What follows belongs to an exercise in optimizing a design on an open flow for small area; a production flow would make more cautious choices.
In this exercise RTL edits were held to simulation tests only and were not proved equivalent to the original.
No activity file was given, so power comes from the tool's default toggle rates.

--- flow/run.sh ---
#!/bin/bash
# synth_recipe.tcl (not shown) runs the flow's synth.tcl, then flattens the netlist and writes it again
# the make line also repeats each setting of config.mk as NAME=value (left out here)
make -C /OpenROAD-flow-scripts/flow DESIGN_CONFIG=/design/flow/config.mk WORK_HOME=/design/flow/orfs CLKGATE_MAP_FILE= SYNTH_SCRIPT=/design/flow/synth_recipe.tcl finish
--- flow/config.mk ---
export PLATFORM = sky130hd
export DESIGN_NAME = box_office_top
export DESIGN_NICKNAME = box_office_top
export VERILOG_FILES = /design/flow/design.v
export SDC_FILE = /design/flow/constraint.sdc
export NUM_CORES = 4
export LEC_CHECK = 0
export CAP_MARGIN = 20
export CORE_MARGIN = 2
export CORE_UTILIZATION = 40
export SLEW_MARGIN = 20
--- flow/constraint.sdc ---
create_clock -name core_clock -period 6.0 [get_ports {clk}]
set_input_delay 1.2000 -clock core_clock [delete_from_list [all_inputs] [get_ports {clk}]]
set_output_delay 1.2000 -clock core_clock [all_outputs]
set_load 0.01 [all_outputs]
--- flow/design.v ---
package movie_record_pkg;
    localparam int rec_w       = 46;
    localparam int id_w        = 6;    
    localparam int id_msb      = 45;
    localparam int id_lsb      = 40;
    localparam int name_msb    = 39;
    localparam int name_lsb    = 35;
    localparam int price_w     = 10;
    localparam int price_msb   = 34;
    localparam int price_lsb   = 25;
    localparam int session_msb = 24;
    localparam int session_lsb = 10;
    localparam int day_w       = 3;
    localparam int day_msb     = 22;   
    localparam int day_lsb     = 20;
    localparam int rest_w      = 5;
    localparam int rest_msb    = 9;    
    localparam int rest_lsb    = 5;
    localparam int seat_msb    = 4;
    localparam int seat_lsb    = 1;
    localparam int valid_bit   = 0;
    localparam int movie_depth = 8;
    localparam int idx_w       = 3;
    localparam int cnt_w       = 4;    
    localparam int off_w       = 5;    
    localparam int off_scale   = 32;
endpackage
package box_office_pkg;
    localparam int btn_w = 3;
    localparam int op_w  = 2;
    localparam int st_w  = 3;
    localparam logic [btn_w-1:0] btn_next    = 3'b000;
    localparam logic [btn_w-1:0] btn_release = 3'b001;
    localparam logic [btn_w-1:0] btn_confirm = 3'b010;
    localparam logic [btn_w-1:0] btn_back    = 3'b011;
    localparam logic [btn_w-1:0] btn_cancel  = 3'b100;
    localparam logic [btn_w-1:0] btn_none    = 3'b111;  
    localparam logic [op_w-1:0] op_idle       = 2'd0;
    localparam logic [op_w-1:0] op_read_index = 2'd1;
    localparam logic [op_w-1:0] op_write_id   = 2'd2;
    localparam logic [st_w-1:0] st_browse    = 3'd0;
    localparam logic [st_w-1:0] st_sold_out  = 3'd1;
    localparam logic [st_w-1:0] st_review    = 3'd2;
    localparam logic [st_w-1:0] st_vip_ask   = 3'd3;
    localparam logic [st_w-1:0] st_pin       = 3'd4;
    localparam logic [st_w-1:0] st_pin_error = 3'd5;
    localparam logic [st_w-1:0] st_issue     = 3'd6;
    localparam logic [st_w-1:0] st_receipt   = 3'd7;
endpackage
`timescale 1ns/1ns
module box_office_top (
    input  logic        clk,
    input  logic        rst_n,
    input  logic        load_i,
    input  logic [45:0] load_data_i,
    input  logic [2:0]  press_i,
    input  logic [7:0]  switch_i,
    input  logic        pin_valid_i,
    input  logic [19:0] pin_i,
    input  logic        vip_member_i,
    input  logic [2:0]  vip_day_i,
    input  logic [19:0] vip_pin_i,
    input  logic [4:0]  vip_off_i,
    output logic [2:0]  state_o,
    output logic [45:0] movie_data_o,
    output logic        vip_ok_o,
    output logic [9:0]  price_o,
    output logic [5:0]  ticket_id_o,
    output logic        ticket_valid_o
);
    logic [45:0] table_q [8];    
    logic [3:0]  count_q;        
    logic        rd_done_q;      
    logic        wr_done_q;      
    logic        loaded_q;       
    logic [2:0]  index_q;
    logic        pend_q;
    logic        redo_q;
    logic        rec_valid_q;
    logic        req_q;          
    logic [45:0] wdata_q;        
    logic        issue_q;        
    logic        from_pin_q;     
    logic        fetch_q;
    logic done, accept, load_ok, wr_acc;
    assign done    = rd_done_q | wr_done_q;
    assign accept  = (req_q | pend_q) & ~done;
    assign wr_acc  = accept & req_q;            
    assign load_ok = load_i & ~count_q[3];
    logic [45:0] wd;
    assign wd = load_ok ? load_data_i : wdata_q;
    logic [7:0] we;
    always_comb begin
        for (int i = 0; i < 8; i++) begin
            we[i] = load_ok ? (count_q[2:0] == 3'(i))
                            : (wr_acc && (4'(i) < count_q) && (table_q[i][45:40] == wdata_q[45:40]));
        end
    end
    always_ff @(posedge clk) begin
        for (int i = 0; i < 8; i++) begin
            if (we[i]) table_q[i] <= wd;
        end
    end
    logic step_next, step_back, refetch, take;
    assign step_next = (press_i == 3'd0) && ({1'b0, index_q} + 4'd1 < count_q);
    assign step_back = (press_i == 3'd3) && (index_q != 3'd0);
    assign refetch   = (count_q != 4'd0) && (step_next || step_back || fetch_q || loaded_q);
    assign take      = rd_done_q && !redo_q && !refetch;
    logic [45:0] rd;
    assign rd = table_q[index_q];
    always_ff @(posedge clk or negedge rst_n) begin
        if (!rst_n) begin
            count_q     <= '0;
            rd_done_q   <= 1'b0;
            wr_done_q   <= 1'b0;
            loaded_q    <= 1'b0;
            index_q     <= '0;
            pend_q      <= 1'b0;
            redo_q      <= 1'b0;
            rec_valid_q <= 1'b0;
            vip_ok_o    <= 1'b0;
        end else begin
            rd_done_q <= accept & ~req_q;
            wr_done_q <= wr_acc;
            loaded_q  <= load_ok;
            if (load_ok) count_q <= count_q + 4'd1;
            if (step_next) index_q <= index_q + 3'd1;
            else if (step_back) index_q <= index_q - 3'd1;
            if (refetch) begin
                pend_q      <= 1'b1;
                redo_q      <= pend_q && !rd_done_q;
                rec_valid_q <= 1'b0;
                vip_ok_o    <= 1'b0;
            end else if (rd_done_q) begin
                redo_q <= 1'b0;
                if (take) begin
                    pend_q      <= 1'b0;
                    rec_valid_q <= 1'b1;
                    vip_ok_o    <= vip_member_i && (rd[22:20] == vip_day_i);
                end
            end
        end
    end
    always_ff @(posedge clk or negedge rst_n) begin
        if (!rst_n) movie_data_o <= '0;
        else if (take) movie_data_o <= rd;
    end
    logic [9:0]  list_price;
    logic [14:0] vip_product;
    assign list_price  = movie_data_o[34:25];
    assign vip_product = list_price * vip_off_i;
    assign ticket_valid_o = wr_done_q;
    always_ff @(posedge clk or negedge rst_n) begin
        if (!rst_n) begin
            req_q       <= 1'b0;
            ticket_id_o <= 6'd1;
            price_o     <= '0;
        end else begin
            if (issue_q) req_q <= 1'b1;
            else if (wr_done_q) req_q <= 1'b0;
            if (wr_done_q) ticket_id_o <= (ticket_id_o == 6'd63) ? 6'd1 : ticket_id_o + 6'd1;
            if (issue_q) price_o <= from_pin_q ? vip_product[14:5] : list_price;
        end
    end
    always_ff @(posedge clk) begin
        if (issue_q) wdata_q <= {movie_data_o[45:10], movie_data_o[9:5] - 5'd1, movie_data_o[4:0]};
    end
    logic [2:0] state_d;
    always_comb begin
        state_d = state_o;
        case (state_o)
            3'd0: if (press_i == 3'd2 && rec_valid_q) state_d = (movie_data_o[9:5] == 5'd0) ? 3'd1 : 3'd2;
            3'd1: if (press_i == 3'd2 || press_i == 3'd1) state_d = 3'd0;
            3'd2: begin
                if (press_i == 3'd2) state_d = vip_ok_o ? 3'd3 : 3'd6;
                else if (press_i == 3'd1 || press_i == 3'd4) state_d = 3'd0;
            end
            3'd3: if (press_i == 3'd2) begin
                if (switch_i == 8'h01) state_d = 3'd6;
                else if (switch_i == 8'h02) state_d = 3'd4;
            end
            3'd4: if (pin_valid_i) state_d = (pin_i == vip_pin_i) ? 3'd6 : 3'd5;
            3'd5: begin
                if (press_i == 3'd2) state_d = 3'd4;
                else if (press_i == 3'd1) state_d = 3'd3;
            end
            3'd6: if (wr_done_q) state_d = 3'd7;
            default: if (press_i != 3'd7) state_d = 3'd0;
        endcase
    end
    always_ff @(posedge clk or negedge rst_n) begin
        if (!rst_n) begin
            state_o    <= 3'd0;
            fetch_q    <= 1'b0;
            issue_q    <= 1'b0;
            from_pin_q <= 1'b0;
        end else begin
            state_o    <= state_d;
            fetch_q    <= (state_o == 3'd7) && (state_d == 3'd0);
            issue_q    <= (state_d == 3'd6) && (state_o != 3'd6);
            from_pin_q <= (state_o == 3'd4);
        end
    end
endmodule
==> impl_metrics.csv, run 1 <==
group,metric,value,unit
run_status,outcome,"finished clean",
synth,synthTopCellsByCount,"edfxtp_1 (414), mux2_2 (88), dfrtp_1 (82)",
power_and_ir_drop,p_comb_share,38.6,%
sta,worst_pin_slew,1.04,ns
synth,synth_nets,1599,
cts,post_cts_resized,0,
synth,synth.most_common_cell,"edfxtp_1",
setup_path,cp_slowest_stage_delay,0.70,ns
sta,worst_slack,1.15,ns
synth,yosys_warnings,2,
route,drt-vias-per-instance,5.50,
cts,clk_path_buf_depth,3,
sta,fin_tns_setup,0,ns
min_path,min_path_type,"flip-flop to flip-flop",
route,wl,52.5,mm
place,dp_hpwl,30.9,mm
global_route,grt_pass1_wl,80.0,mm
sta,skew,0.0326,ns
cts,cts-buffers-inserted,52,
power_and_ir_drop,p_seq_share,38.2,%
synth,synth_edf_count,414,
route,dr_total_vias,12900,
global_route,grt_busiest_layer,"met2",
cts,postCtsHoldBufs,0,
floorplanning,core_area,52600,um2
route,ant_nets,0,
sta,hold_slack,0.464,ns
setup_path,slowest_stage,"clkdlybuf4s50_1",
layout,drive_above_1_share,13.0,%
power_and_ir_drop,p_int,8.55,mW
global_route,met1_usage,27.3,%
layout,syn_to_final_growth,20.3,%
global_route,antenna_found_initial,1,
sta,slew_violations,0,
floorplanning,die_w,234,um
cts,numClockSinks,497,
setup_path,arrival,5.34,ns
route,routedWlPerCell,22.5,um
floorplanning,chipHeight,234,um
power_and_ir_drop,p_leak,8.82,nW
setup_path,path_buf_inv,2,
route,drt_iter0_drc,1125,
synth,avgSynthCellArea,14.9,um2
synth,synth_cell_types,68,
synth,yosysTopAreaCell,"edfxtp_1",
sta,slew_headroom,30.1,%
setup_path,cpMostUsedCell,"fa_1",
setup_path,crit_chain,"clkdlybuf4s50_1, nand2_1, fa_1, fa_1, fa_1, inv_1, ha_1, a21oi_1, o21ai_0, a2111o_1, a31oi_1, xor2_1, o21ai_0",
global_route,grtUsageTotal,19.3,%
place,numPortBuffers,176,
place,dpl_worst_slack,0.552,ns
cts,cts_root_buffer,"clkbuf_16",
cts,post-cts-setup-buffers,0,
global_route,grt_pass1_vias,13200,
power_and_ir_drop,switching_share,35.9,%
route,drt-pass1-iter-count,7,
sta,period_share,80.9,%
cts,path_clk_slew,0.06,ns
power_and_ir_drop,power,13.3,mW
setup_path,path_delay_family,"adder cells",
setup_path,cp_max_fo,10,
layout,finalNonFillerCells,2337,
place,gp_congestion,0.868,
route,drc,0,
synth,synth_top_area_share,58.5,%
synth,synthTopCellsByArea,"edfxtp_1 (59%), dfrtp_1 (9.7%), mux2_2 (4.7%), xnor2_1 (2.3%), ha_1 (2.3%)",
sta,clock.fmax,206,MHz
setup_path,criticalPathCategory,"input port to flip-flop",
synth,synth_flop_cell,"edfxtp_1",
sta,setup_viol,0,
global_route,gr-usage-met2,31.1,%
synth,syn_inst,1427,
layout,nNetsFinal,1778,
synth,async_flop_share,16.7,%
cts,cts_tree,"yes",
synth,yosysSeqAreaShare,68.3,%
synth,synth_seq_cells,497,
power_and_ir_drop,p_clk_share,23.2,%
floorplanning,dieArea,55000,um2
floorplanning,pin_count,177,
job,drv_cap,0,
place,dp_cells,2239,
sta,rsz0062_at_grt,"no",
synth,synth_area,21200,um2
sta,hold_viol,0,
cts,clock_latency,0.60,ns
setup_path,cp-end-kind,"flip-flop",
floorplanning,rows,84,
floorplanning,initial_utilization,40.4,%
setup_path,worstPathRequired,6.48,ns
power_and_ir_drop,peakVddDrop,0.338,mV
sta,min_period,4.85,ns
global_route,grt_start_max_net_pins,63,
global_route,grt-ovfl-total,0,
global_route,use_met3,2.86,%
setup_path,start_kind,"input port",
power_and_ir_drop,switchingPower,4.78,mW
cts,htree_levels,2,
power_and_ir_drop,power_density,522,nW/um2
## per-layer routing
metal	vias up	wire, um
met1	6556	23300
met3	66	3100
li1	5850	-
met2	391	25000
met5	-	0
met4	0	1100
## worst reg2reg max path, stage by stage, from the launching register on
cell	delay [ns]
dfrtp_1	0.63
nand2_1	0.15
fa_1	0.53
fa_1	0.52
fa_1	0.54
inv_1	0.04
ha_1	0.31
a21oi_1	0.23
o21ai_0	0.20
a2111o_1	0.48
a31oi_1	0.22
xor2_1	0.16
o21ai_0	0.08
## layout by cell type (no fill, tap or decap), types with 10 or more instances in the layout
master and count:
buf_4 19, a221oi_1 40, nand4_1 19, a21oi_1 69, clkbuf_16 52, ha_1 36, clkbuf_1 16, edfxtp_1 414
a22oi_1 53, fa_1 23, clkinv_1 11, xor2_1 31, clkdlybuf4s50_1 175, nand3_1 22, and2_1 35, mux2_2 87
a222oi_1 45, nor2_1 71, nand2_1 80, xnor2_1 56, inv_1 52, mux2i_1 10, dfrtp_1 80, o21ai_0 15
## path summary, 6_finish.rpt
check | from | end | slack, ns | depth (start not counted)
setup / recovery | vip_off_i[3] | price_o[7] | 1.15 | 13
hold / removal | req_q | rd_done_q | 0.46 | 1
setup reg to reg | movie_data_o[25] | price_o[7] | 1.77 | 12
hold reg to reg | req_q | rd_done_q | 0.46 | 1
max in group asynchronous | rst_n | issue_q | 4.13 | 2
min in group asynchronous | rst_n | price_o[2] | 0.63 | 1
## state kept, by name, indices dropped and copies added (netlist names), 3 cells and up
signal	flops
table_q	368
movie_data_o	46
wdata_q	46
price_o	10
ticket_id_o	6
count_q	4
index_q	3
state_o	3
## kinds of logic (layout without fill, tap and decap cells)
group                    after synthesis  count (layout)  synth area share [%]
flip-flops                           497             497                  68.3
AND/OR/NAND/NOR                      282             282                  6.52
buffers and inverters                126             347                  2.31
multiplexers                          98              98                  5.14
other                                  0               1                     0
XOR/XNOR                              87              87                  3.59
AO/OA/AOI/OAI                        275             275                  9.67
adder cells (fa/ha/maj)               62              62                  4.46
## stage by stage
step | utilization [%] | cell area (um2)
6_report | 48.6 | 25600
5_1_grt | 48.6 | 25600
4_1_cts | 48.6 | 25500
3_5_place_dp | 45.5 | 23900
3_3_place_gp | 45.4 | 23900
2_1_floorplan | - | 21200
## area by class of cell
class / instances / area, um2
diodes: 1 / 2.50
clock buffers: 68 / 1360
clock inverters: 28 / 278
fillers: 4520 / 27000
inverters: 52 / 195
multi-input cells: 804 / 6350
flip-flops and latches: 497 / 14500
well taps: 688 / 861
repair buffers: 199 / 1990
## power by group through the flow
stage               Clock, mW  Combinational (mW)  Sequential [mW]
floorplan                   0                3.42             5.03
global placement            0                5.09             5.14
detailed placement          0                5.18             5.16
CTS                      3.17                5.21             5.10
global route             3.30                5.73             5.17
finish                   3.10                5.14             5.09
==> run 2, diff against run 1 <==
--- a/flow/design.v
+++ b/flow/design.v
@@ -142,7 +142,14 @@
         end
     end
+    logic [7:0]  rsel;
+    logic [45:0] rec_d;
+    always_comb begin
+        for (int i = 0; i < 8; i++) rsel[i] = take && (index_q == 3'(i));
+        rec_d = movie_data_o & {46{!take}};
+        for (int i = 0; i < 8; i++) rec_d = rec_d | (table_q[i] & {46{rsel[i]}});
+    end
     always_ff @(posedge clk or negedge rst_n) begin
         if (!rst_n) movie_data_o <= '0;
-        else if (take) movie_data_o <= rd;
+        else movie_data_o <= rec_d;
     end
     logic [9:0]  list_price;
@@ -164,5 +171,5 @@
     end
     always_ff @(posedge clk) begin
-        if (issue_q) wdata_q <= {movie_data_o[45:10], movie_data_o[9:5] - 5'd1, movie_data_o[4:0]};
+        wdata_q <= {movie_data_o[45:10], movie_data_o[9:5] - 5'd1, movie_data_o[4:0]};
     end
     logic [2:0] state_d;
==> flow/flow/run.sh (new file) <==
#!/bin/bash
# Own layout flow: the standard ORFS flow (standard.sh) with these changes:
#  - synthesis maps the logic with an area-oriented ABC script (flow/area.abc)
#    and leaves adders to ABC (ADDER_MAP_FILE empty); the registers and
#    everything before technology mapping are the standard synthesis's
#  - ports are buffered with sky130_fd_sc_hd__buf_1
#  - CTS clusters sinks more coarsely and inserts no dummy loads
# Tool output goes to flow_make.log here and to ORFS's logs under orfs/logs.
set -euo pipefail
W=$(pwd)

export BUFFER_PORTS_ARGS="-buffer_cell sky130_fd_sc_hd__buf_1"
export CTS_ARGS="-sink_clustering_enable -repair_clock_nets -dont_use_dummy_load -sink_clustering_size 16 -sink_clustering_max_diameter 80 -buf_list sky130_fd_sc_hd__clkbuf_8"

# ORFS synthesis with only the ABC script swapped
grep -q 'log_cmd abc {\*}$abc_args' "$FLOW_HOME/scripts/synth.tcl"
sed 's|log_cmd abc {\*}$abc_args|log_cmd abc {*}[lreplace $abc_args 0 1 -script '"$W"'/flow/area.abc]|' \
    "$FLOW_HOME/scripts/synth.tcl" > "$W/own_synth_body.tcl"
grep -q 'source $::env(SCRIPTS_DIR)/synth.tcl' synth_recipe.tcl
sed 's|source $::env(SCRIPTS_DIR)/synth.tcl|source '"$W"'/own_synth_body.tcl|' synth_recipe.tcl > "$W/own_synth.tcl"
grep -q 'SYNTH_SCRIPT=' standard.sh
sed -e 's|SYNTH_SCRIPT=[^ ]*|SYNTH_SCRIPT='"$W"'/own_synth.tcl ADDER_MAP_FILE=|' standard.sh > "$W/own_standard.sh"

bash "$W/own_standard.sh" > "$W/flow_make.log" 2>&1
==> flow/flow/area.abc (new file) <==
strash
dc2
dch -f
amap
strash
dch -f
amap
strash
dch -f
amap
topo
==> flow/standard.sh (new file) <==
#!/bin/bash
# synth_recipe.tcl (not shown) runs the flow's synth.tcl, then flattens the netlist and writes it again
# the make line also repeats each setting of config.mk as NAME=value (left out here)
make -C /OpenROAD-flow-scripts/flow DESIGN_CONFIG=/design/flow/config.mk WORK_HOME=/design/flow/orfs CLKGATE_MAP_FILE= SYNTH_SCRIPT=/design/flow/synth_recipe.tcl "${@:-finish}"
removed: flow/run.sh
==> run 2 against run 1 <==
Routed wire length is 1.3% higher. Area after synthesis is 9.9% lower. Synthesized cell count is 5.5% lower. Non-clock buffer count is 5 higher. Critical path type unchanged. Largest cell class unchanged. Die area is 9.7% lower. Setup slack worse by 0.34 ns. Clock power is 48% lower. Critical endpoint is now price_o[8]. Global-route usage is 1.8 points higher. Critical path depth is 18 higher. Core utilization is 3.2 points lower. Final area is 16% lower.
==> impl_metrics.csv, run 2 <==
group,metric,value,unit
layout,largest_register_ffs,368,
floorplanning,die_w,223,um
synth,synth_top_area_share,57.7,%
route,routedWlPerCell,24.1,um
run_status,outcome,"finished clean",
sta,min_period,5.20,ns
layout,top_regs,"table_q x368, movie_data_o x46, wdata_q x46",
layout,final_util,45.5,%
sta,setup_viol,0,
place,dp_cells,2166,
job,drv_cap,0,
layout,drive_above_1_share,5.34,%
place,numPortBuffers,176,
floorplanning,chipHeight,223,um
place,gp_congestion,0.884,
setup_path,arrival,5.66,ns
layout,final_cell_mix,"edfxtp_1 (368), buf_1 (175), nor2_1 (132)",
route,dr_total_vias,13300,
route,drt_iter0_drc,1760,
synth,synth.most_common_cell,"edfxtp_1",
synth,async_flop_share,16.7,%
synth,synth_nets,1458,
floorplanning,pin_count,177,
setup_path,cp_slowest_stage_delay,0.31,ns
sta,fin_tns_setup,0,ns
global_route,grt_pass1_wl,79.5,mm
cts,path_clk_slew,0.09,ns
synth,synth_seq_cells,497,
sta,worst_pin_slew,1.07,ns
setup_path,rrSetupSlack,1.02,ns
sta,rsz0062_at_grt,"no",
floorplanning,core_area,47400,um2
min_path,holdCritStartpoint,"movie_data_o[38]",
synth,yosys_warnings,2,
synth,yosysTopAreaCell,"edfxtp_1",
cts,cts_root_buffer,"clkbuf_8",
synth,syn_inst,1348,
layout,syn_to_final_growth,12.6,%
power_and_ir_drop,power_density,408,nW/um2
floorplanning,initial_utilization,40.4,%
setup_path,cpMostUsedCell,"nor2_1",
setup_path,slowest_stage,"o21ai_0",
layout,finalNonFillerCells,2206,
power_and_ir_drop,p_leak,7.09,nW
route,wl,53.2,mm
floorplanning,rows,80,
cts,post_cts_resized,0,
floorplanning,dieArea,49600,um2
cts,post-cts-setup-buffers,0,
sta,skew,0.0918,ns
setup_path,r2r_cells,30,
route,drt-pass1-iter-count,7,
synth,synth_cell_types,44,
synth,synth_flop_cell,"edfxtp_1",
synth,synth_area,19100,um2
setup_path,reg2reg_to,"price_o[8]",
global_route,grt_start_max_net_pins,59,
min_path,hold_path_depth,0,
sta,period_share,86.6,%
route,drt-vias-per-instance,6.03,
synth,avgSynthCellArea,14.2,um2
min_path,min_to,"wdata_q[38]",
layout,layout_commonest_cell,"edfxtp_1",
route,drc,0,
cts,postCtsHoldBufs,0,
setup_path,r2r-start,"movie_data_o[26]",
global_route,antenna_found_initial,0,
cts,clk_path_buf_depth,3,
setup_path,cp_max_fo,7,
setup_path,start_kind,"input port",
layout,top_register,"table_q",
cts,cts-buffers-inserted,39,
setup_path,worstPathRequired,6.46,ns
global_route,grt-ovfl-total,0,
setup_path,startpoint,"vip_off_i[4]",
route,ant_nets,0,
synth,yosysSeqAreaShare,73.4,%
synth,synthTopCellsByArea,"edfxtp_1 (58%), dfrtp_1 (11%), a222oi_1 (6.6%), dfxtp_1 (4.8%), nor2_1 (2.6%)",
global_route,grtUsageTotal,21.2,%
setup_path,cp-end-kind,"flip-flop",
sta,slew_violations,0,
setup_path,criticalPathCategory,"input port to flip-flop",
global_route,grt_pass1_vias,12900,
power_and_ir_drop,peakVddDrop,0.277,mV
sta,clock.fmax,192,MHz
cts,htree_levels,2,
layout,antenna_cells,0,
place,dp_hpwl,31.6,mm
min_path,min_path_type,"flip-flop to flip-flop",
synth,synthTopCellsByCount,"edfxtp_1 (368), nor2_1 (135), a222oi_1 (127)",
cts,clock_latency,0.64,ns
synth,synth_edf_count,368,
cts,cts_tree,"yes",
layout,nNetsFinal,1703,
cts,numClockSinks,497,
sta,slew_headroom,28.5,%
sta,hold_viol,0,
-- run 2: changes by cell type in the layout (fill, tap and decap cells not counted), moves of 52 or more --
cell	delta
buf_1	+175
clkdlybuf4s50_1	-175
mux2_2	-87
clkinv_1	+83
a222oi_1	+82
nor2_1	+61
xnor2_1	-56
clkbuf_16	-52
inv_1	-52
-- run 2: metrics by stage --
stage / setup WS (ns) / total power [mW] / hold slack, ns / cell area, um2
after floorplan: 0.0165 / 6.34 / 0.410 / 19200
final: 0.802 / 8.79 / 0.408 / 21600
after CTS: 0.936 / 8.82 / 0.416 / 21500
after global placement: 0.423 / 7.20 / 0.395 / 21000
after detailed placement: 0.300 / 7.24 / 0.399 / 21000
after global routing: 0.184 / 9.28 / 0.430 / 21600
-- run 2: worst max-delay path, delay by kind of cell --
family | cells | cell delay [ns]
AO/OA/AOI/OAI | 15 | 2.34
AND/OR/NAND/NOR | 13 | 1.62
buffers and inverters | 3 | 0.51
-- run 2: power breakdown --
part / switching (mW) / leakage (nW) / internal, mW
clock: 1.02 / 0.280 / 0.585
sequential: 0.345 / 4.74 / 4.41
combinational: 1.58 / 2.06 / 0.851
total: 2.94 / 7.09 / 5.85
-- run 2: worst max-delay path by stage --
stage | end
detailed placement | price_o[8]
floorplan | movie_data_o[19]
global placement | price_o[8]
finish | price_o[8]
CTS | price_o[8]
global route | price_o[8]
-- run 2: final cells by class --
cell class	instances	area [um2]
multi-input cells	755	4900
inverters	96	360
repair buffers	204	947
flip-flops and latches	497	14000
clock buffers	39	537
fillers	4245	25900
well taps	615	769
-- run 2: layer usage --
metal | track usage (%) | part of all wire (%)
met4 | 5.67 | 2.1
met3 | 3.94 | 8.1
met1 | 29.6 | 43
met2 | 34.1 | 47
met5 | 0 | 0
-- run 2: logic make-up (layout without fill, tap and decap cells) --
logic type / after synthesis / in the layout / synth area share, %
buf+inv: 96 / 339 / 1.88
compound gates: 415 / 415 / 17.1
simple gates: 340 / 340 / 7.65
flops: 497 / 497 / 73.4
==> run 3, diff against run 2 <==
--- a/flow/design.v
+++ b/flow/design.v
@@ -79,5 +79,8 @@
     logic        rec_valid_q;
     logic        req_q;          
-    logic [45:0] wdata_q;        
+    logic [2:0]  rec_ptr_q;      
+    logic        rec_vld_q;      
+    logic        rec_old_q;      
+    logic [45:0] snap_q;         
     logic        issue_q;        
     logic        from_pin_q;     
@@ -89,10 +92,12 @@
     assign load_ok = load_i & ~count_q[3];
     logic [45:0] wd;
-    assign wd = load_ok ? load_data_i : wdata_q;
-    logic [7:0] we;
+    logic [45:0] wdata;
+    assign wdata = {snap_q[45:10], snap_q[9:5] - 5'd1, snap_q[4:0]};
+    assign wd = load_ok ? load_data_i : wdata;
+    logic [7:0] we, hit;
     always_comb begin
         for (int i = 0; i < 8; i++) begin
-            we[i] = load_ok ? (count_q[2:0] == 3'(i))
-                            : (wr_acc && (4'(i) < count_q) && (table_q[i][45:40] == wdata_q[45:40]));
+            hit[i] = (4'(i) < count_q) && (table_q[i][45:40] == snap_q[45:40]);
+            we[i]  = load_ok ? (count_q[2:0] == 3'(i)) : (wr_acc && hit[i]);
         end
     end
@@ -107,6 +112,6 @@
     assign refetch   = (count_q != 4'd0) && (step_next || step_back || fetch_q || loaded_q);
     assign take      = rd_done_q && !redo_q && !refetch;
-    logic [45:0] rd;
-    assign rd = table_q[index_q];
+    logic [2:0] rd_day;
+    assign rd_day = table_q[index_q][22:20];
     always_ff @(posedge clk or negedge rst_n) begin
         if (!rst_n) begin
@@ -137,19 +142,30 @@
                     pend_q      <= 1'b0;
                     rec_valid_q <= 1'b1;
-                    vip_ok_o    <= vip_member_i && (rd[22:20] == vip_day_i);
+                    vip_ok_o    <= vip_member_i && (rd_day == vip_day_i);
                 end
             end
         end
     end
-    logic [7:0]  rsel;
-    logic [45:0] rec_d;
+    logic [7:0] osel;
+    logic       keep_old;
     always_comb begin
-        for (int i = 0; i < 8; i++) rsel[i] = take && (index_q == 3'(i));
-        rec_d = movie_data_o & {46{!take}};
-        for (int i = 0; i < 8; i++) rec_d = rec_d | (table_q[i] & {46{rsel[i]}});
-    end
-    always_ff @(posedge clk or negedge rst_n) begin
-        if (!rst_n) movie_data_o <= '0;
-        else movie_data_o <= rec_d;
+        for (int i = 0; i < 8; i++) osel[i] = rec_vld_q && !rec_old_q && (rec_ptr_q == 3'(i));
+        movie_data_o = snap_q & {46{rec_old_q}};
+        for (int i = 0; i < 8; i++) movie_data_o = movie_data_o | (table_q[i] & {46{osel[i]}});
+    end
+    assign keep_old = wr_acc && !load_ok && |(osel & hit);
+    always_ff @(posedge clk or negedge rst_n) begin
+        if (!rst_n) begin
+            rec_vld_q <= 1'b0;
+            rec_old_q <= 1'b0;
+        end else if (take) begin
+            rec_vld_q <= 1'b1;
+            rec_old_q <= 1'b0;
+        end else if (keep_old) begin
+            rec_old_q <= 1'b1;
+        end
+    end
+    always_ff @(posedge clk) begin
+        if (take) rec_ptr_q <= index_q;
     end
     logic [9:0]  list_price;
@@ -171,5 +187,5 @@
     end
     always_ff @(posedge clk) begin
-        wdata_q <= {movie_data_o[45:10], movie_data_o[9:5] - 5'd1, movie_data_o[4:0]};
+        if (issue_q || keep_old) snap_q <= movie_data_o;
     end
     logic [2:0] state_d;
==> run 3 against run 2 <==
Sequential power decreased by 25%. Register-to-register slack got worse by 0.53 ns. Global-route usage up 0.56 points. Largest power group unchanged.
==> impl_metrics.csv, run 3 <==
group,metric,value,unit
floorplanning,dieArea,48700,um2
synth,synth.most_common_cell,"edfxtp_1",
job,drv_cap,0,
place,gp_congestion,0.862,
sta,worst_pin_slew,0.951,ns
route,routedWlPerCell,24.2,um
sta,setup_viol,0,
route,wl,53.7,mm
cts,clk_path_buf_depth,3,
cts,postCtsHoldBufs,0,
min_path,min_path_type,"flip-flop to flip-flop",
cts,path_clk_slew,0.11,ns
floorplanning,chipHeight,221,um
setup_path,cp-end-kind,"flip-flop",
setup_path,slowest_stage,"dfrtp_4",
floorplanning,core_area,46500,um2
layout,top_regs,"table_q x368, snap_q x46, price_o x10",
floorplanning,rows,79,
synth,syn_inst,1344,
synth,yosysTopAreaCell,"edfxtp_1",
place,dpl_worst_slack,0.409,ns
sta,skew,0.0625,ns
power_and_ir_drop,p_leak,6.75,nW
sta,period_share,91.8,%
sta,worst_slack,0.492,ns
setup_path,start_kind,"flip-flop",
synth,synthTopCellsByCount,"edfxtp_1 (417), nor2_1 (148), a222oi_1 (135)",
route,drt-vias-per-instance,6.16,
sta,hold_viol,0,
layout,finalNonFillerCells,2220,
cts,htree_levels,2,
setup_path,cp_slowest_stage_delay,0.50,ns
layout,nNetsFinal,1725,
setup_path,cp_max_fo,11,
route,drc,0,
route,dr_total_vias,13700,
floorplanning,die_w,221,um
global_route,grt_pass1_wl,79.3,mm
layout,final_area,21400,um2
layout,antenna_cells,0,
global_route,grt_pass1_vias,12900,
setup_path,arrival,5.99,ns
floorplanning,initial_utilization,40.4,%
sta,clock.fmax,182,MHz
synth,yosys_warnings,2,
setup_path,criticalPathCategory,"flip-flop to flip-flop",
cts,cts-buffers-inserted,35,
setup_path,cpMostUsedCell,"nor2_1",
synth,synthTopCellsByArea,"edfxtp_1 (67%), a222oi_1 (7.2%), dfrtp_1 (5.1%), nor2_1 (3.0%), clkinv_1 (2.0%)",
sta,hold_slack,0.452,ns
synth,synth_area,18800,um2
route,drt-pass1-iter-count,8,
route,drt_iter0_drc,2022,
global_route,antenna_found_initial,1,
global_route,grt_start_max_net_pins,48,
power_and_ir_drop,power_density,350,nW/um2
synth,synth_nets,1454,
synth,synth_cell_types,42,
synth,synth_seq_cells,456,
cts,cts_root_buffer,"clkbuf_8",
power_and_ir_drop,peakVddDrop,0.221,mV
run_status,outcome,"finished clean",
synth,synth_top_area_share,66.6,%
layout,syn_to_final_growth,13.8,%
synth,synth_edf_count,417,
sta,min_period,5.51,ns
synth,avgSynthCellArea,14.0,um2
layout,layout_commonest_cell,"edfxtp_1",
route,met3_length,5.17,mm
sta,slew_violations,0,
route,ant_nets,0,
global_route,grt-ovfl-total,0,
layout,top_register,"table_q",
route,met1_length,22.3,mm
place,dp_hpwl,32.3,mm
layout,n_fill_cell,4175,
floorplanning,pin_count,177,
synth,synth_flop_cell,"edfxtp_1",
route,wl_met2,25.0,mm
sta,fin_tns_setup,0,ns
synth,async_flop_share,8.55,%
setup_path,worstPathRequired,6.48,ns
cts,cts_tree,"yes",
sta,rsz0062_at_grt,"yes",
cts,numClockSinks,456,
sta,slew_headroom,35.9,%
place,dpl-instance-area,20800,um2
global_route,grtUsageTotal,21.7,%
place,numPortBuffers,176,
cts,clock_latency,0.63,ns
place,dp_cells,2168,
route,topRoutingLayerUsed,"met4",
synth,yosysSeqAreaShare,71.8,%
layout,drive_above_1_share,7.75,%
layout,largest_register_ffs,368,
layout,final_cell_mix,"edfxtp_1 (417), buf_1 (175), nor2_1 (144)",
run 3: changes by cell type after synthesis, sizes merged, moves of 6 or more:
cell	before	now
a21oi	44	50
dfxtp	46	0
nor2b	2	8
o21a	35	23
a222oi	127	135
edfxtp	368	417
and2	1	9
o21ai	60	71
dfrtp	82	38
nor2	135	148
nand2	99	93
o22ai	13	21
run 3: cell type report:
| class | count | area [um2] | share of cell area [%] |
|---|---|---|---|
| repair buffers | 234 | 1110 | 5.21 |
| multi-input cells | 790 | 5160 | 24.1 |
| inverters | 98 | 372 | 1.74 |
| clock buffers | 35 | 482 | 2.25 |
| well taps | 607 | 759 | 3.55 |
| flip-flops and latches | 456 | 13500 | 63.1 |
run 3: through the flow:
step	total power [mW]	utilization (%)
6_report	7.48	46.0
5_1_grt	7.89	46.0
4_1_cts	7.47	45.8
3_3_place_gp	5.99	44.7
2_1_floorplan	5.19	-
3_5_place_dp	6.00	44.7
run 3: cell families after synthesis:
logic type                after synthesis  synth area share [%]
buffers and inverters                  98                  1.96
DFF                                   456                  71.8
xor gates and xnor gates                1                0.0466
and+or+nand+nor                       361                  8.40
AOI/OAI and AO/OA                     428                  17.7
run 3: routing by layer:
metal	track usage (%)	up-vias
li1	-	6097
met2	35.3	747
met3	3.37	85
met1	30.5	6738
met5	0	-
met4	5.82	0
run 3: path summary, 6_finish.rpt:
| path | from | to | slack, ns | depth (start not counted) |
|---|---|---|---|---|
| worst max-delay path | rec_old_q | price_o[8] | 0.49 | 36 |
| worst min-delay path | req_q | rd_done_q | 0.45 | 1 |
| worst max register to register | rec_old_q | price_o[8] | 0.49 | 36 |
| worst min register to register | req_q | rd_done_q | 0.45 | 1 |
| max in group asynchronous | rst_n | rec_old_q | 4.87 | 2 |
| min in group asynchronous | rst_n | ticket_id_o[1] | 0.65 | 2 |
run 3: where the power goes:
| group | total [mW] | switching [mW] | internal, mW | leakage [nW] |
|---|---|---|---|---|
| clock | 1.49 | 0.962 | 0.527 | 0.252 |
| sequential | 3.58 | 0.0545 | 3.53 | 4.21 |
| combinational | 2.41 | 1.57 | 0.844 | 2.29 |
| total | 7.48 | 2.59 | 4.90 | 6.75 |
run 3: repair_timing:
action	CTS	global route
endpoints found under the setup margin	0	4
hold endpoints to repair	0	0
setup buffers	0	17
gates resized for setup	0	3
run 3: worst max-delay path, delay by kind of cell (launching register included):
family / cells / cell delay, ns
compound gates: 15 / 2.26
buf+inv: 5 / 0.81
flops: 1 / 0.50
simple gates: 16 / 1.82
==> run 4, diff against run 3 <==
--- a/flow/design.v
+++ b/flow/design.v
@@ -98,5 +98,5 @@
     always_comb begin
         for (int i = 0; i < 8; i++) begin
-            hit[i] = (4'(i) < count_q) && (table_q[i][45:40] == snap_q[45:40]);
+            hit[i] = (table_q[i][45:40] == snap_q[45:40]);
             we[i]  = load_ok ? (count_q[2:0] == 3'(i)) : (wr_acc && hit[i]);
         end
@@ -104,5 +104,6 @@
     always_ff @(posedge clk) begin
         for (int i = 0; i < 8; i++) begin
-            if (we[i]) table_q[i] <= wd;
+            if (we[i]) table_q[i][39:0] <= wd[39:0];
+            if (load_ok && count_q[2:0] == 3'(i)) table_q[i][45:40] <= load_data_i[45:40];
         end
     end
--- a/flow/flow/run.sh
+++ b/flow/flow/run.sh
@@ -11,5 +11,5 @@
 
 export BUFFER_PORTS_ARGS="-buffer_cell sky130_fd_sc_hd__buf_1"
-export CTS_ARGS="-sink_clustering_enable -repair_clock_nets -dont_use_dummy_load -sink_clustering_size 16 -sink_clustering_max_diameter 80 -buf_list sky130_fd_sc_hd__clkbuf_8"
+export CTS_ARGS="-sink_clustering_enable -repair_clock_nets -dont_use_dummy_load -sink_clustering_size 16 -sink_clustering_max_diameter 150 -buf_list sky130_fd_sc_hd__clkbuf_8"
 
 # ORFS synthesis with only the ABC script swapped
--- a/flow/config.mk
+++ b/flow/config.mk
@@ -6,6 +6,6 @@
 export NUM_CORES = 4
 export LEC_CHECK = 0
-export CAP_MARGIN = 20
+export CAP_MARGIN = 0
 export CORE_MARGIN = 2
 export CORE_UTILIZATION = 40
-export SLEW_MARGIN = 20
+export SLEW_MARGIN = 0
==> run 4 against run 3 <==
Critical path depth is 7 lower. Power is 4.6% higher. Highest routed layer is now met5. Largest power group unchanged. Routed wire length is 2.2% lower. Critical path type unchanged.
==> impl_metrics.csv, run 4 <==
group,metric,value,unit
run_status,outcome,"finished clean",
min_path,min_to,"rd_done_q",
min_path,hold_path_depth,1,
floorplanning,initial_utilization,40.3,%
cts,cts_tree,"yes",
sta,setup_viol,0,
sta,hold_viol,0,
place,dp_cells,2122,
sta,worst_pin_slew,1.04,ns
sta,hold_slack,0.441,ns
place,dpl_worst_slack,0.277,ns
synth,synthMuxAreaShare,0,%
setup_path,startpoint,"rec_old_q",
setup_path,cp_slowest_stage_delay,0.50,ns
layout,largest_register_ffs,368,
cts,numClockSinks,456,
floorplanning,pin_count,177,
route,drc,0,
setup_path,arrival,5.90,ns
cts,clock_latency,0.62,ns
sta,slew_headroom,30.8,%
sta,rsz0062_at_grt,"no",
route,ant_nets,0,
cts,htree_levels,2,
setup_path,cpMostUsedCell,"nor2_1",
synth,synth_cell_types,45,
sta,worst_slack,0.581,ns
synth,yosysSeqAreaShare,72.5,%
layout,final_area,21100,um2
global_route,grt_pass1_wl,77.8,mm
route,drt_iter0_drc,1947,
synth,async_flop_share,8.55,%
layout,multiInputGateArea,5040,um2
layout,final_util,45.6,%
power_and_ir_drop,p_leak,6.67,nW
setup_path,cp-end-kind,"flip-flop",
layout,finalNonFillerCells,2163,
job,drv_cap,0,
route,drt-vias-per-instance,6.12,
cts,clk_path_buf_depth,3,
route,topRoutingLayerUsed,"met5",
global_route,antenna_found_initial,2,
floorplanning,chipHeight,220,um
setup_path,rrSetupSlack,0.58,ns
sta,slew_violations,0,
setup_path,reg2reg_to,"price_o[8]",
floorplanning,rows,79,
global_route,grt_start_max_net_pins,48,
synth,syn_inst,1299,
cts,path_clk_slew,0.10,ns
cts,cts-buffers-inserted,34,
layout,regArea,13500,um2
synth,synth_compound_area_share,17.9,%
cts,cts_root_buffer,"clkbuf_8",
global_route,grtUsageTotal,21.4,%
route,dr_total_vias,13200,
setup_path,slowest_stage,"dfrtp_4",
route,routedWlPerCell,24.3,um
sta,period_share,90.3,%
setup_path,r2r_cells,29,
synth,post_synth_xor_area_fraction,0,%
synth,synth_seq_cells,456,
sta,min_period,5.42,ns
place,gp_congestion,0.900,
synth,yosys_warnings,2,
synth,synth_fa_ha_area_share,0,%
place,dpl-instance-area,20600,um2
synth,avgSynthCellArea,14.3,um2
place,numPortBuffers,176,
layout,n_fill_cell,4165,
layout,nNetsFinal,1668,
synth,synthTopCellsByArea,"edfxtp_1 (67%), a222oi_1 (7.6%), dfrtp_1 (5.1%), nor2_1 (2.8%), a22o_1 (1.8%)",
layout,drive_above_1_share,7.46,%
global_route,grt-ovfl-total,0,
setup_path,criticalPathCategory,"flip-flop to flip-flop",
synth,synth_nets,1409,
floorplanning,dieArea,48300,um2
route,wl_met2,24.0,mm
layout,final_cell_mix,"edfxtp_1 (417), buf_1 (175), a222oi_1 (141)",
global_route,grt_pass1_vias,12500,
route,met3_length,4.55,mm
power_and_ir_drop,power_density,371,nW/um2
floorplanning,core_area,46300,um2
power_and_ir_drop,peakVddDrop,0.243,mV
sta,fin_tns_setup,0,ns
synth,synth_area,18600,um2
setup_path,r2r-start,"rec_old_q",
route,drt-pass1-iter-count,10,
route,wl,52.6,mm
synth,yosysTopAreaCell,"edfxtp_1",
setup_path,worstPathRequired,6.48,ns
route,met1_length,22.7,mm
synth,synth_top_area_share,67.2,%
synth,synth-simple-area-share,7.97,%
floorplanning,die_w,220,um
min_path,holdCritStartpoint,"req_q",
sta,skew,0.0800,ns
synth,synth_flop_cell,"edfxtp_1",
layout,layout_commonest_cell,"edfxtp_1",
layout,syn_to_final_growth,13.4,%
min_path,min_path_type,"flip-flop to flip-flop",
layout,top_register,"table_q",
sta,clock.fmax,185,MHz
place,dp_hpwl,31.6,mm
synth,synth.most_common_cell,"edfxtp_1",
layout,antenna_cells,0,
synth,synthTopCellsByCount,"edfxtp_1 (417), a222oi_1 (141), nor2_1 (141)",
setup_path,start_kind,"flip-flop",
setup_path,cp_max_fo,25,
power_and_ir_drop,power,7.83,mW
synth,synth_top_family_by_area,"compound AO/OA/AOI/OAI gates",
layout,top_regs,"table_q x368, snap_q x46, price_o x10",
synth,synth_edf_count,417,
## run 4: layout make-up
| cell class | instances | area share (%) |
|---|---|---|
| tap | 607 | 3.60 |
| clock buffer | 34 | 2.22 |
| inverter | 81 | 1.48 |
| sequential | 456 | 63.9 |
| timing repair buffer | 223 | 4.88 |
| multi-input combinational | 762 | 23.9 |
## run 4: kinds of logic after synthesis
logic type             after synthesis
AO/OA/AOI/OAI                      422
buffers and inverters               81
flip-flops                         456
AND/OR/NAND/NOR                    340
## run 4: worst max-delay path, delay by kind of cell (launching register included)
kind | cells | cell delay (ns)
and+or+nand+nor | 11 | 1.44
DFF | 1 | 0.50
AOI/OAI and AO/OA | 13 | 2.31
buffers and inverters | 5 | 1.07
## run 4: power breakdown
group          total, mW  switching (mW)  internal [mW]
logic               2.64            1.74          0.909
registers           3.73          0.0971           3.63
clock network       1.46           0.947          0.513
## run 4: layer usage
layer | vias to the layer above | GRT usage, %
li1 | 5956 | -
met1 | 6522 | 30.4
met2 | 665 | 34.1
met3 | 88 | 3.42
met4 | 4 | 6.31
met5 | - | 0
## run 4: how the worst max path moves through the flow
stage | endpoint | slack (ns) | cells past startpoint
final | price_o[8] | 0.58 | 29
after detailed placement | price_o[8] | 0.28 | 33
after floorplan | price_o[8] | -0.002 | 38
after global placement | price_o[8] | 0.48 | 38
after CTS | price_o[8] | 0.26 | 33
after global routing | price_o[8] | 0.005 | 39
## run 4: repair_timing
item	CTS	global route
hold buffers	0	0
resized for setup	0	6
setup endpoints to repair	0	4
setup buffers	0	7
==> run 5, diff against run 4 <==
--- a/flow/config.mk
+++ b/flow/config.mk
@@ -6,6 +6,7 @@
 export NUM_CORES = 4
 export LEC_CHECK = 0
-export CAP_MARGIN = 0
+export CAP_MARGIN = 20
 export CORE_MARGIN = 2
 export CORE_UTILIZATION = 40
-export SLEW_MARGIN = 0
+export GPL_TIMING_DRIVEN = 0
+export SLEW_MARGIN = 20
==> run 5 against run 4 <==
Still clean. Power increased by 4.2%. Via count increased by 2.6%. Final area increased by 5.5%. Register-to-register slack got worse by 0.10 ns. Critical path depth increased by 7. Sequential cell count unchanged. First-iteration DRC count increased by 10%. Hold slack improved by 0.015 ns. Clock-buffer cell count unchanged. Non-clock buffer count increased by 55. Combinational power increased by 13%. Sequential power about the same. Critical endpoint is now price_o[9]. Largest cell class unchanged. Highest routed layer unchanged.
==> impl_metrics.csv, run 5 <==
group,metric,value,unit
cts,numClockSinks,456,
sta,skew,0.0426,ns
layout,top_register,"table_q",
route,dr_total_vias,13600,
power_and_ir_drop,switching_share,35.5,%
floorplanning,initial_utilization,40.3,%
synth,yosysSeqAreaShare,72.5,%
synth,synth_edf_count,417,
floorplanning,die_w,220,um
global_route,use_met3,3.19,%
place,dp_hpwl,35.6,mm
route,routedWlPerCell,24.6,um
setup_path,arrival,6.00,ns
power_and_ir_drop,power,8.16,mW
power_and_ir_drop,p_seq_share,45.8,%
layout,largest_register_ffs,368,
place,numPortBuffers,176,
floorplanning,rows,79,
power_and_ir_drop,power_density,366,nW/um2
global_route,gr-usage-met2,35.1,%
global_route,grt_pass1_wl,79.8,mm
setup_path,start_kind,"flip-flop",
global_route,met1_usage,31.4,%
synth,synth_top_area_share,67.2,%
layout,final_cell_mix,"edfxtp_1 (417), buf_1 (175), a222oi_1 (141)",
sta,fin_tns_setup,0,ns
synth,yosys_warnings,2,
cts,cts-buffers-inserted,34,
floorplanning,pin_count,177,
layout,final_area,22300,um2
setup_path,criticalPathCategory,"flip-flop to flip-flop",
place,dpl-instance-area,21300,um2
cts,path_clk_slew,0.10,ns
layout,syn_to_final_growth,19.7,%
layout,layout_commonest_cell,"edfxtp_1",
layout,top_regs,"table_q x368, snap_q x46, price_o x10",
cts,postCtsHoldBufs,0,
synth,synth_cell_types,45,
route,drc,0,
synth,yosysTopAreaCell,"edfxtp_1",
sta,period_share,92.1,%
sta,slew_violations,0,
synth,synthTopCellsByArea,"edfxtp_1 (67%), a222oi_1 (7.6%), dfrtp_1 (5.1%), nor2_1 (2.8%), a22o_1 (1.8%)",
floorplanning,dieArea,48300,um2
synth,synth.most_common_cell,"edfxtp_1",
sta,slew_headroom,32.2,%
setup_path,cp_slowest_stage_delay,0.58,ns
setup_path,cpMostUsedCell,"nor2_1",
layout,nNetsFinal,1723,
route,drt-pass1-iter-count,11,
cts,clock_latency,0.61,ns
sta,clock.fmax,181,MHz
synth,synth_seq_cells,456,
power_and_ir_drop,p_leak,7.19,nW
power_and_ir_drop,p_clk_share,17.8,%
synth,async_flop_share,8.55,%
setup_path,slowest_stage,"edfxtp_1",
sta,hold_viol,0,
global_route,grt_pass1_vias,13000,
layout,drive_above_1_share,12.2,%
cts,cts_root_buffer,"clkbuf_8",
sta,min_period,5.52,ns
synth,synth_area,18600,um2
global_route,grt-ovfl-total,0,
power_and_ir_drop,peakVddDrop,0.231,mV
global_route,antenna_found_initial,2,
route,ant_nets,0,
synth,synth_nets,1409,
route,drt_iter0_drc,2148,
setup_path,rrSetupSlack,0.48,ns
synth,avgSynthCellArea,14.3,um2
sta,setup_viol,0,
global_route,grt_start_max_net_pins,44,
cts,cts_tree,"yes",
synth,synthTopCellsByCount,"edfxtp_1 (417), a222oi_1 (141), nor2_1 (141)",
global_route,grt_busiest_layer,"met2",
place,gp_congestion,0.825,
setup_path,cp-end-kind,"flip-flop",
synth,syn_inst,1299,
route,wl,54.5,mm
floorplanning,chipHeight,220,um
job,drv_cap,0,
cts,clk_path_buf_depth,3,
setup_path,cp_max_fo,14,
run_status,outcome,"finished clean",
min_path,min_path_type,"flip-flop to flip-flop",
floorplanning,core_area,46300,um2
power_and_ir_drop,p_comb_share,36.4,%
sta,worst_pin_slew,1.01,ns
synth,synth_flop_cell,"edfxtp_1",
cts,htree_levels,2,
power_and_ir_drop,p_int,5.26,mW
setup_path,worstPathRequired,6.47,ns
route,drt-vias-per-instance,6.12,
power_and_ir_drop,switchingPower,2.89,mW
global_route,grtUsageTotal,22.1,%
[run 5: cell counts after synthesis]
Identical to the previous run, type by type.
[run 5: worst max-delay path, delay by kind of cell (launching register included)]
kind / cells / cell delay (ns)
AOI/OAI and AO/OA: 14 / 2.40
DFF: 1 / 0.58
buffers and inverters: 4 / 0.60
and+or+nand+nor: 18 / 1.84
[run 5: final timing paths]
path | startpoint | end | cells after the start
worst min-delay path | req_q | rd_done_q | 1
max in group asynchronous | rst_n | ticket_id_o[0] | 2
worst max register to register | rec_ptr_q[1] | price_o[9] | 36
worst max-delay path | rec_ptr_q[1] | price_o[9] | 36
worst min register to register | req_q | rd_done_q | 1
min in group asynchronous | rst_n | price_o[3] | 1
[run 5: layout make-up]
| type | count | area, um2 |
|---|---|---|
| fillers | 4054 | 24000 |
| repair buffers | 278 | 2070 |
| well taps | 607 | 759 |
| flip-flops and latches | 456 | 13500 |
| clock buffers | 34 | 468 |
| inverters | 81 | 320 |
| diodes | 2 | 5.00 |
| multi-input cells | 762 | 5160 |
[run 5: through the flow]
stage | hold WS [ns] | utilization [%] | std cells | worst slack (ns)
floorplan | 0.410 | - | 1299 | -0.00212
global placement | 0.431 | 43.6 | 2082 | -4.04
detailed placement | 0.435 | 46.0 | 2134 | -0.852
CTS | 0.459 | 47.4 | 2186 | 0.0522
global route | 0.500 | 48.2 | 2218 | -0.0582
finish | 0.456 | 48.2 | 2220 | 0.476
[run 5: power by group through the flow]
stage          clock network (mW)  logic [mW]  registers [mW]
2_1_floorplan                   0        1.67            3.81
3_3_place_gp                    0        2.48            3.82
3_5_place_dp                    0        2.66            3.82
4_1_cts                      1.50        2.74            3.74
5_1_grt                      1.59        3.26            3.75
6_report                     1.46        2.97            3.73
[run 5: cell families after synthesis]
| kind of cell | after synthesis | share of synthesized area [%] |
|---|---|---|
| AO/OA/AOI/OAI | 422 | 17.9 |
| buffers and inverters | 81 | 1.63 |
| flip-flops | 456 | 72.5 |
| AND/OR/NAND/NOR | 340 | 7.97 |
[run 5: repair_timing]
action / CTS / global route
setup buffers: 18 / 32
pin swaps: 8 / 21
gates resized for setup: 5 / 36
setup endpoints to repair: 6 / 5
[run 5: metal layers]
layer	vias up	part of all wire [%]
met5	-	0.015
met4	2	2.6
met3	101	9.0
met2	704	46
met1	6708	42
li1	6062	-
==> run 6, diff against run 5 <==
--- a/flow/config.mk
+++ b/flow/config.mk
@@ -9,4 +9,3 @@
 export CORE_MARGIN = 2
 export CORE_UTILIZATION = 40
-export GPL_TIMING_DRIVEN = 0
 export SLEW_MARGIN = 20
==> run 6 against run 5 <==
Hold slack worse by 0.014 ns. Clock power about the same. Sequential cell count unchanged. Synthesized cell count unchanged. Core utilization down 2.5 points. Power down 4.0%. Global-route usage down 0.68 points. Via count down 2.4%.
==> impl_metrics.csv, run 6 <==
group,metric,value,unit
synth,avgSynthCellArea,14.3,um2
synth,yosysTopAreaCell,"edfxtp_1",
power_and_ir_drop,power,7.83,mW
layout,n_fill_cell,4165,
route,topRoutingLayerUsed,"met5",
layout,top_regs,"table_q x368, snap_q x46, price_o x10",
sta,hold_viol,0,
place,numPortBuffers,176,
synth,synthTopCellsByCount,"edfxtp_1 (417), a222oi_1 (141), nor2_1 (141)",
layout,regArea,13500,um2
route,drt-vias-per-instance,6.12,
synth,synth_flop_cell,"edfxtp_1",
setup_path,criticalPathCategory,"flip-flop to flip-flop",
sta,period_share,90.4,%
synth,synth_nets,1409,
sta,clock.fmax,184,MHz
cts,path_clk_slew,0.10,ns
setup_path,cp-end-kind,"flip-flop",
cts,cts-buffers-inserted,34,
power_and_ir_drop,peakVddDrop,0.243,mV
layout,multiInputGateArea,5040,um2
synth,yosys_warnings,2,
route,routedWlPerCell,24.3,um
global_route,grt_pass1_wl,77.8,mm
place,gp_congestion,0.900,
cts,numClockSinks,456,
route,wl_met2,24.0,mm
sta,worst_pin_slew,1.00,ns
route,drc,0,
floorplanning,pin_count,177,
synth,yosysSeqAreaShare,72.5,%
cts,postCtsHoldBufs,0,
place,dp_hpwl,31.6,mm
global_route,grt-ovfl-total,0,
layout,syn_to_final_growth,13.4,%
run_status,outcome,"finished clean",
route,ant_nets,0,
route,drt_iter0_drc,1947,
synth,synth_edf_count,417,
layout,top_register,"table_q",
layout,largest_register_ffs,368,
floorplanning,rows,79,
layout,antenna_cells,0,
setup_path,slowest_stage,"dfrtp_4",
layout,layout_commonest_cell,"edfxtp_1",
route,dr_total_vias,13200,
global_route,grt_start_max_net_pins,48,
setup_path,start_kind,"flip-flop",
global_route,antenna_found_initial,2,
layout,nNetsFinal,1668,
floorplanning,die_w,220,um
sta,skew,0.0786,ns
global_route,grtUsageTotal,21.4,%
layout,final_area,21100,um2
floorplanning,initial_utilization,40.3,%
sta,min_period,5.42,ns
setup_path,worstPathRequired,6.48,ns
route,wl,52.6,mm
cts,clock_latency,0.62,ns
synth,synth_seq_cells,456,
job,drv_cap,0,
global_route,grt_pass1_vias,12500,
layout,final_cell_mix,"edfxtp_1 (417), buf_1 (175), a222oi_1 (141)",
floorplanning,dieArea,48300,um2
route,met3_length,4.57,mm
route,met1_length,22.7,mm
synth,synthTopCellsByArea,"edfxtp_1 (67%), a222oi_1 (7.6%), dfrtp_1 (5.1%), nor2_1 (2.8%), a22o_1 (1.8%)",
place,dpl-instance-area,20600,um2
synth,synth_cell_types,45,
layout,drive_above_1_share,7.46,%
cts,htree_levels,2,
power_and_ir_drop,p_leak,6.67,nW
sta,rsz0062_at_grt,"no",
min_path,min_path_type,"flip-flop to flip-flop",
route,drt-pass1-iter-count,9,
sta,slew_violations,0,
synth,async_flop_share,8.55,%
power_and_ir_drop,power_density,371,nW/um2
cts,cts_root_buffer,"clkbuf_8",
setup_path,cpMostUsedCell,"nor2_1",
setup_path,path_delay_family,"compound AO/OA/AOI/OAI gates",
synth,synth_top_area_share,67.2,%
setup_path,cp_slowest_stage_delay,0.50,ns
floorplanning,chipHeight,220,um
setup_path,cp_max_fo,25,
synth,syn_inst,1299,
cts,clk_path_buf_depth,3,
sta,slew_headroom,32.4,%
setup_path,path_buf_inv,5,
floorplanning,core_area,46300,um2
setup_path,arrival,5.90,ns
synth,synth_area,18600,um2
cts,cts_tree,"yes",
synth,synth.most_common_cell,"edfxtp_1",
sta,setup_viol,0,
[run 6: cell counts after synthesis]
No cell type changed its count.
[run 6: cells by family after synthesis]
logic type / share of synthesized area (%)
buffers and inverters: 1.63
DFF: 72.5
AOI/OAI and AO/OA: 17.9
and+or+nand+nor: 7.97
[run 6: what timing repair did]
action                                  in CTS  in global routing
resized for setup                            0                  6
hold endpoints to repair                     0                  0
endpoints found under the setup margin       0                  4
buffers inserted                             0                  7
[run 6: per-stage QoR]
| step | utilization [%] | setup TNS, ns | setup WS, ns | instances | hold slack, ns |
|---|---|---|---|---|---|
| 5_1_grt | 45.6 | 0 | 0.00548 | 2163 | 0.466 |
| 3_5_place_dp | 44.5 | 0 | 0.277 | 2122 | 0.436 |
| 4_1_cts | 45.5 | 0 | 0.262 | 2156 | 0.440 |
| 2_1_floorplan | - | -0.00212 | -0.00212 | 1299 | 0.410 |
| 6_report | 45.6 | 0 | 0.578 | 2163 | 0.441 |
| 3_3_place_gp | 44.5 | 0 | 0.477 | 2122 | 0.434 |
[run 6: path summary, 6_finish.rpt]
| check | from | to | slack, ns | cells past startpoint |
|---|---|---|---|---|
| worst max-delay path | rec_old_q | price_o[8] | 0.58 | 29 |
| worst min-delay path | req_q | rd_done_q | 0.44 | 1 |
| max in group asynchronous | rst_n | rec_old_q | 4.55 | 1 |
| min in group asynchronous | rst_n | ticket_id_o[4] | 0.74 | 1 |
| worst min register to register | req_q | rd_done_q | 0.44 | 1 |
| worst max register to register | rec_old_q | price_o[8] | 0.58 | 29 |
[run 6: routing by layer]
metal  GRT usage, %  vias up
li1               -     5960
met1           30.4     6523
met2           34.1      674
met3           3.42       84
met4           6.31        4
met5              0        -
[run 6: worst reg2reg max path, delay by kind of cell (launching register included)]
| family | cells | cell delay, ns |
|---|---|---|
| AO/OA/AOI/OAI | 13 | 2.31 |
| buffers and inverters | 5 | 1.09 |
| flip-flops | 1 | 0.50 |
| AND/OR/NAND/NOR | 11 | 1.46 |
[run 6: area by class of cell]
type                       count  share of cell area [%]
multi-input combinational    762                    23.9
timing repair buffer         223                    4.88
sequential                   456                    63.9
inverter                      81                    1.48
clock buffer                  34                    2.22
tap                          607                    3.60
[run 6: power by group]
| group | internal (mW) | switching [mW] | total (mW) | leakage, nW |
|---|---|---|---|---|
| combinational | 0.909 | 1.74 | 2.65 | 2.20 |
| clock | 0.513 | 0.946 | 1.46 | 0.244 |
| sequential | 3.63 | 0.0971 | 3.73 | 4.22 |
==> run 7, diff against run 6 <==
--- a/flow/config.mk
+++ b/flow/config.mk
@@ -8,4 +8,5 @@
 export CAP_MARGIN = 20
 export CORE_MARGIN = 2
-export CORE_UTILIZATION = 40
+export CORE_UTILIZATION = 55
+export PLACE_DENSITY = 0.75
 export SLEW_MARGIN = 20
==> run 7 against run 6 <==
Still clean on timing, DRC and antenna. Routed wire length is 6.8% lower. Synthesized cell count is the same. Power is 0.60% lower. Clock-buffer cell count stayed put. Sequential share of layout area rose by 0.30 points. Area after synthesis stayed put. Critical path type unchanged. Largest power group unchanged. Highest routed layer is now met4.
==> impl_metrics.csv, run 7 <==
group,metric,value,unit
run_status,outcome,"finished clean",
floorplanning,chipHeight,188,um
synth,yosysTopAreaCell,"edfxtp_1",
power_and_ir_drop,switching_share,34.9,%
place,dp_hpwl,30.1,mm
route,drc,0,
floorplanning,rows,67,
floorplanning,initial_utilization,55.7,%
sta,period_share,91.5,%
setup_path,cpMostUsedCell,"nor2_1",
synth,yosysSeqAreaShare,72.5,%
floorplanning,pin_count,177,
sta,min_period,5.49,ns
cts,clk_path_buf_depth,3,
setup_path,cp_slowest_stage_delay,0.54,ns
cts,cts-buffers-inserted,34,
synth,synth_top_area_share,67.2,%
setup_path,arrival,5.95,ns
synth,synth_seq_cells,456,
cts,clock_latency,0.59,ns
power_and_ir_drop,p_leak,6.73,nW
power_and_ir_drop,power_density,370,nW/um2
power_and_ir_drop,p_comb_share,33.9,%
place,dpl-instance-area,20400,um2
cts,cts_tree,"yes",
power_and_ir_drop,p_clk_share,18.2,%
synth,synthTopCellsByCount,"edfxtp_1 (417), a222oi_1 (141), nor2_1 (141)",
sta,clock.fmax,182,MHz
global_route,grtUsageTotal,27.0,%
synth,synth_flop_cell,"edfxtp_1",
place,gp_congestion,0.910,
setup_path,cp_max_fo,7,
layout,nNetsFinal,1678,
layout,final_area,21000,um2
global_route,grt_pass1_wl,73.2,mm
synth,synth_nets,1409,
synth,synthTopCellsByArea,"edfxtp_1 (67%), a222oi_1 (7.6%), dfrtp_1 (5.1%), nor2_1 (2.8%), a22o_1 (1.8%)",
synth,synth.most_common_cell,"edfxtp_1",
synth,syn_inst,1299,
cts,postCtsHoldBufs,0,
power_and_ir_drop,switchingPower,2.71,mW
route,ant_nets,0,
synth,yosys_warnings,2,
cts,cts_root_buffer,"clkbuf_8",
synth,avgSynthCellArea,14.3,um2
global_route,antenna_found_initial,1,
route,drt-vias-per-instance,6.71,
power_and_ir_drop,p_int,5.07,mW
cts,numClockSinks,456,
setup_path,slowest_stage,"dfrtp_4",
route,dr_total_vias,13500,
route,drt_iter0_drc,2300,
setup_path,start_kind,"flip-flop",
global_route,grt_start_max_net_pins,46,
layout,layout_commonest_cell,"edfxtp_1",
sta,skew,0.0671,ns
sta,hold_viol,0,
sta,worst_slack,0.508,ns
cts,htree_levels,2,
floorplanning,die_w,188,um
synth,async_flop_share,8.55,%
sta,rsz0062_at_grt,"yes",
route,drt-pass1-iter-count,7,
job,drv_cap,0,
power_and_ir_drop,peakVddDrop,0.280,mV
place,numPortBuffers,176,
place,dp_cells,1966,
min_path,min_path_type,"flip-flop to flip-flop",
floorplanning,dieArea,35300,um2
layout,finalNonFillerCells,2015,
layout,syn_to_final_growth,12.9,%
layout,top_regs,"table_q x368, snap_q x46, price_o x10",
setup_path,cp-end-kind,"flip-flop",
global_route,grt-ovfl-total,0,
setup_path,worstPathRequired,6.46,ns
synth,synth_edf_count,417,
setup_path,criticalPathCategory,"flip-flop to flip-flop",
power_and_ir_drop,p_seq_share,47.9,%
route,wl,49.0,mm
synth,synth_cell_types,45,
layout,largest_register_ffs,368,
place,dpl_worst_slack,0.358,ns
sta,slew_headroom,36.4,%
layout,final_cell_mix,"edfxtp_1 (417), buf_1 (175), a222oi_1 (141)",
floorplanning,core_area,33400,um2
cts,path_clk_slew,0.11,ns
synth,synth_area,18600,um2
sta,setup_viol,0,
layout,drive_above_1_share,8.11,%
route,routedWlPerCell,24.3,um
global_route,grt_pass1_vias,12700,
sta,worst_pin_slew,0.954,ns
sta,slew_violations,0,
layout,top_register,"table_q",
layout,final_util,62.8,%
sta,fin_tns_setup,0,ns
[run 7: changes by cell type in the layout (fill, tap and decap cells not counted)]
cell / previous run / this run
nand3_2: 1 / 0
o21ai_1: 7 / 4
o21ai_0: 50 / 53
nor2_2: 4 / 5
buf_4: 45 / 55
clkbuf_16: 0 / 1
buf_6: 1 / 0
nor2_1: 136 / 135
diode_2: 0 / 1
nand3_4: 0 / 1
[run 7: final timing paths]
| path | startpoint | endpoint | slack (ns) | depth (start not counted) |
|---|---|---|---|---|
| max | rec_old_q | price_o[8] | 0.51 | 40 |
| min | req_q | rd_done_q | 0.47 | 1 |
| max reg2reg | rec_old_q | price_o[8] | 0.51 | 40 |
| min reg2reg | req_q | rd_done_q | 0.47 | 1 |
| max in group asynchronous | rst_n | rec_old_q | 4.53 | 1 |
| min in group asynchronous | rst_n | price_o[8] | 0.78 | 1 |
[run 7: critical path: cells and delay by family (launching register included)]
kind	cells	cell delay [ns]
simple gates	21	2.36
buf+inv	5	0.62
compound gates	14	1.91
flops	1	0.54
[run 7: cells by family after synthesis]
group,Yosys count,synth area share [%]
compound gates,422,17.9
buf+inv,81,1.63
flops,456,72.5
simple gates,340,7.97
[run 7: power groups by stage]
stage	sequential [mW]	clock, mW	combinational, mW
3_3_place_gp	3.79	0	2.51
2_1_floorplan	3.81	0	1.67
6_report	3.73	1.41	2.64
5_1_grt	3.75	1.55	2.88
4_1_cts	3.73	1.44	2.56
3_5_place_dp	3.80	0	2.54
[run 7: cell type report]
class / instances / area, um2
fillers: 2530 / 12400
flip-flops and latches: 456 / 13500
repair buffers: 233 / 1120
well taps: 448 / 561
multi-input cells: 762 / 5050
inverters: 81 / 313
diodes: 1 / 2.50
clock buffers: 34 / 468
[run 7: per-stage QoR]
stage | hold slack (ns) | power [mW]
after floorplan | 0.410 | 5.48
after global placement | 0.440 | 6.30
after detailed placement | 0.433 | 6.34
after CTS | 0.488 | 7.73
after global routing | 0.518 | 8.18
final | 0.473 | 7.78
[run 7: per-layer routing]
| layer | GRT usage (%) | share of wire (%) |
|---|---|---|
| met1 | 38.8 | 39 |
| met5 | 0 | 0 |
| met4 | 11.1 | 3.5 |
| met3 | 4.55 | 12 |
| met2 | 41.3 | 45 |
[run 7: repair_timing]
item,in CTS,in global routing
resized for setup,0,4
setup buffers,0,13
setup endpoints to repair,0,3

## port drivers added, routing unchanged
In the flow no input, the clock included, has a driving cell. The finished layouts below were timed again as built, in two steps.
Step 1 sets driving cells, clkbuf_16 on the clock port and buf_2 on the other inputs (assumed; they add their load-dependent delay and slew).
Step 2, shift: input delay + t, output delay - t, t = (earliest + latest rising clock arrival at the registers) / 2. This alone moves slack from input paths to output paths.
Slacks: no drivers / after step 1 / after step 2; pairs: no drivers / after step 1.
run	t, ns	setup slack, ns	worst data-port slew with drivers (ns)
run 1	0.646	1.145 / 1.161 / 0.515	0.08
run 2	0.644	0.802 / 0.822 / 0.178	0.06
run 3	0.639	0.492 / 0.492 / 0.449	0.07
run 4	0.630	0.581 / 0.581 / 0.443	0.11
run 5	0.644	0.476 / 0.476 / 0.321	0.11
run 6	0.629	0.578 / 0.578 / 0.444	0.11
run 7	0.600	0.508 / 0.508 / 0.345	0.08
After both steps setup and hold are still met in every run listed. For run 1, which loses most, drivers alone change the setup slack by +0.016 ns; drivers and shift together by -0.630 ns.
